This design comes from an exercise in tuning for small area on the open sky130 flow, not from production work. Only simulation tests tie the RTL to the original design; equivalence was not proved. Power figures rest on the tool's default switching activity, not on a simulated workload.

Setup of build 39:
// vehicle_safety_interlock_unit
module vehicle_safety_interlock_unit (
    input  logic        clk,
    input  logic        rst_n,
    input  logic        s_tvalid,
    output logic        s_tready,
    input  logic [55:0] s_tdata,
    input  logic [2:0]  s_tuser,
    output logic        m_tvalid,
    input  logic        m_tready,
    output logic [79:0] m_tdata,
    input  logic        cfg_valid,
    output logic        cfg_ready,
    input  logic [2:0]  cfg_addr,
    input  logic [15:0] cfg_data
);
==> flow/config.mk <==
export PLATFORM = sky130hd
export DESIGN_NAME = vehicle_safety_interlock_unit
export DESIGN_NICKNAME = vehicle_safety_interlock_unit
export VERILOG_FILES = /design/flow/design.v
export SDC_FILE = /design/flow/constraint.sdc
export NUM_CORES = 4
export LEC_CHECK = 0
export CAP_MARGIN = 20
export CORE_MARGIN = 2
export CORE_UTILIZATION = 60
export PLACE_DENSITY = 0.8
export SLEW_MARGIN = 20
==> flow/constraint.sdc <==
create_clock -name core_clock -period 7.0 [get_ports {clk}]
set_input_delay 1.4000 -clock core_clock [delete_from_list [all_inputs] [get_ports {clk}]]
set_output_delay 1.4000 -clock core_clock [all_outputs]
set_load 0.01 [all_outputs]
standard.sh (not shown) runs the stock make flow with config.mk's settings and CLKGATE_MAP_FILE= SYNTH_SCRIPT=/design/flow/synth_recipe.tcl, a recipe that flattens the netlist after the stock synthesis.
==> flow/flow/run.sh <==
#!/bin/bash
# Standard ORFS layout (standard.sh: the standard flow's synthesis and ORFS steps) with
# two changes: ports are buffered with the smallest buffer (buf_1), and CTS
# adds no dummy loads and builds the tree from small clock buffers.
set -o pipefail
export BUFFER_PORTS_ARGS="-buffer_cell sky130_fd_sc_hd__buf_1"
export CTS_ARGS="-sink_clustering_enable -repair_clock_nets -dont_use_dummy_load -buf_list {sky130_fd_sc_hd__clkbuf_4} -sink_clustering_size 10 -sink_clustering_max_diameter 40"
bash standard.sh > standard.log 2>&1
Build 39 reached the final stage; the timing, DRC and antenna checks on its layout passed.
Input changes introduced in build 37 (baseline for comparison: build 39):
- swapping 60 for 40 in CORE_UTILIZATION
- swapping 0.8 for 0.6 in PLACE_DENSITY
diff --git a/flow/flow/run.sh b/flow/flow/run.sh
--- a/flow/flow/run.sh
+++ b/flow/flow/run.sh
@@ -6,3 +6,3 @@
 export BUFFER_PORTS_ARGS="-buffer_cell sky130_fd_sc_hd__buf_1"
-export CTS_ARGS="-sink_clustering_enable -repair_clock_nets -dont_use_dummy_load -buf_list {sky130_fd_sc_hd__clkbuf_4} -sink_clustering_size 10 -sink_clustering_max_diameter 40"
+export CTS_ARGS="-sink_clustering_enable -repair_clock_nets -dont_use_dummy_load -buf_list {sky130_fd_sc_hd__clkbuf_8} -sink_clustering_size 20 -sink_clustering_max_diameter 50"
 bash standard.sh > standard.log 2>&1
--- outcome ---
- Build 37 vs. build 39: width of the chip climbed 35 µm, switching power increased by about 3.5% relative to the old numbers, die area up about 50%, clock period minus worst slack shows an increase of 23 ps, combinational cell fraction of total power down 1.0 points.
- Build 37 against build 39; static leakage power is up slightly.
- Build 37: post-route worst setup slack lower than build 39
The following lists how build 74 was set up differently from build 37:
- PLACE_DENSITY changed from 0.6 to 0.8
- CORE_UTILIZATION changed from 40 to 60
diff --git a/flow/flow/run.sh b/flow/flow/run.sh
--- a/flow/flow/run.sh
+++ b/flow/flow/run.sh
@@ -6,3 +6,3 @@
 export BUFFER_PORTS_ARGS="-buffer_cell sky130_fd_sc_hd__buf_1"
-export CTS_ARGS="-sink_clustering_enable -repair_clock_nets -dont_use_dummy_load -buf_list {sky130_fd_sc_hd__clkbuf_8} -sink_clustering_size 20 -sink_clustering_max_diameter 50"
+export CTS_ARGS="-sink_clustering_enable -repair_clock_nets -dont_use_dummy_load -buf_list {sky130_fd_sc_hd__clkbuf_2} -sink_clustering_size 6 -sink_clustering_max_diameter 30"
 bash standard.sh > standard.log 2>&1
--- outcome ---
Looking at total routed wirelength across build 74 and build 37, the one that comes out higher is build 37. Both conditions hold for build 74: the flow ran to the end and the final layout passed the timing, DRC and antenna checks. Build 74 vs. build 37: aggregate global routing overflow barely changed; finished layout cell area lower. Looking at routing usage on met1, build 74 sits 9.6 points above build 37.
#### Input delta (build 57 over build 74)
diff --git a/flow/flow/run.sh b/flow/flow/run.sh
--- a/flow/flow/run.sh
+++ b/flow/flow/run.sh
@@ -6,3 +6,3 @@
 export BUFFER_PORTS_ARGS="-buffer_cell sky130_fd_sc_hd__buf_1"
-export CTS_ARGS="-sink_clustering_enable -repair_clock_nets -dont_use_dummy_load -buf_list {sky130_fd_sc_hd__clkbuf_2} -sink_clustering_size 6 -sink_clustering_max_diameter 30"
+export CTS_ARGS="-sink_clustering_enable -repair_clock_nets -dont_use_dummy_load -buf_list {sky130_fd_sc_hd__clkbuf_8} -sink_clustering_size 16 -sink_clustering_max_diameter 50"
 bash standard.sh > standard.log 2>&1
[summary]
- Per the final summary, build 57 finished and its layout is clean on timing, DRC and antenna.
- Changes observed in build 57 relative to build 74: final period demand of the worst path went up 45 ps; final cell count without fillers went down 43; power spent charging and discharging nets went down by about 4%; routed wire length now sits lower; clock skew dropped 37 ps.

-- afterwards: timing with drivers on the ports --
The flow's constraints put no driver on any port. The routed layouts listed below were extracted and timed again, unchanged, in two steps.
Step 1 sets driving cells, clkbuf_16 on the clock port and buf_2 on the other inputs (assumed; they add their load-dependent delay and slew).
Step 2 adds t to the input delays and takes it off the output delays; t is the mean of the earliest and latest rising clock arrival at the registers after step 1. Input paths then give back, and output paths get back, about the clock's delay inside the block.
a / b / c = ideal ports / drivers / drivers and shift; a / b = the first two.
| run | t, ns | setup WS [ns] | worst setup path at the end | pins driven straight from the clock port |
|---|---|---|---|---|
| build 39 | 0.664 | 1.910 / 1.910 / 1.910 | register to register | 1 |
| build 37 | 0.569 | 1.888 / 1.888 / 1.888 | register to register | 1 |
| build 74 | 0.828 | 1.894 / 1.894 / 1.894 | register to register | 1 |
| build 57 | 0.552 | 1.850 / 1.850 / 1.850 | register to register | 1 |
After both steps setup and hold are still met in every run listed.
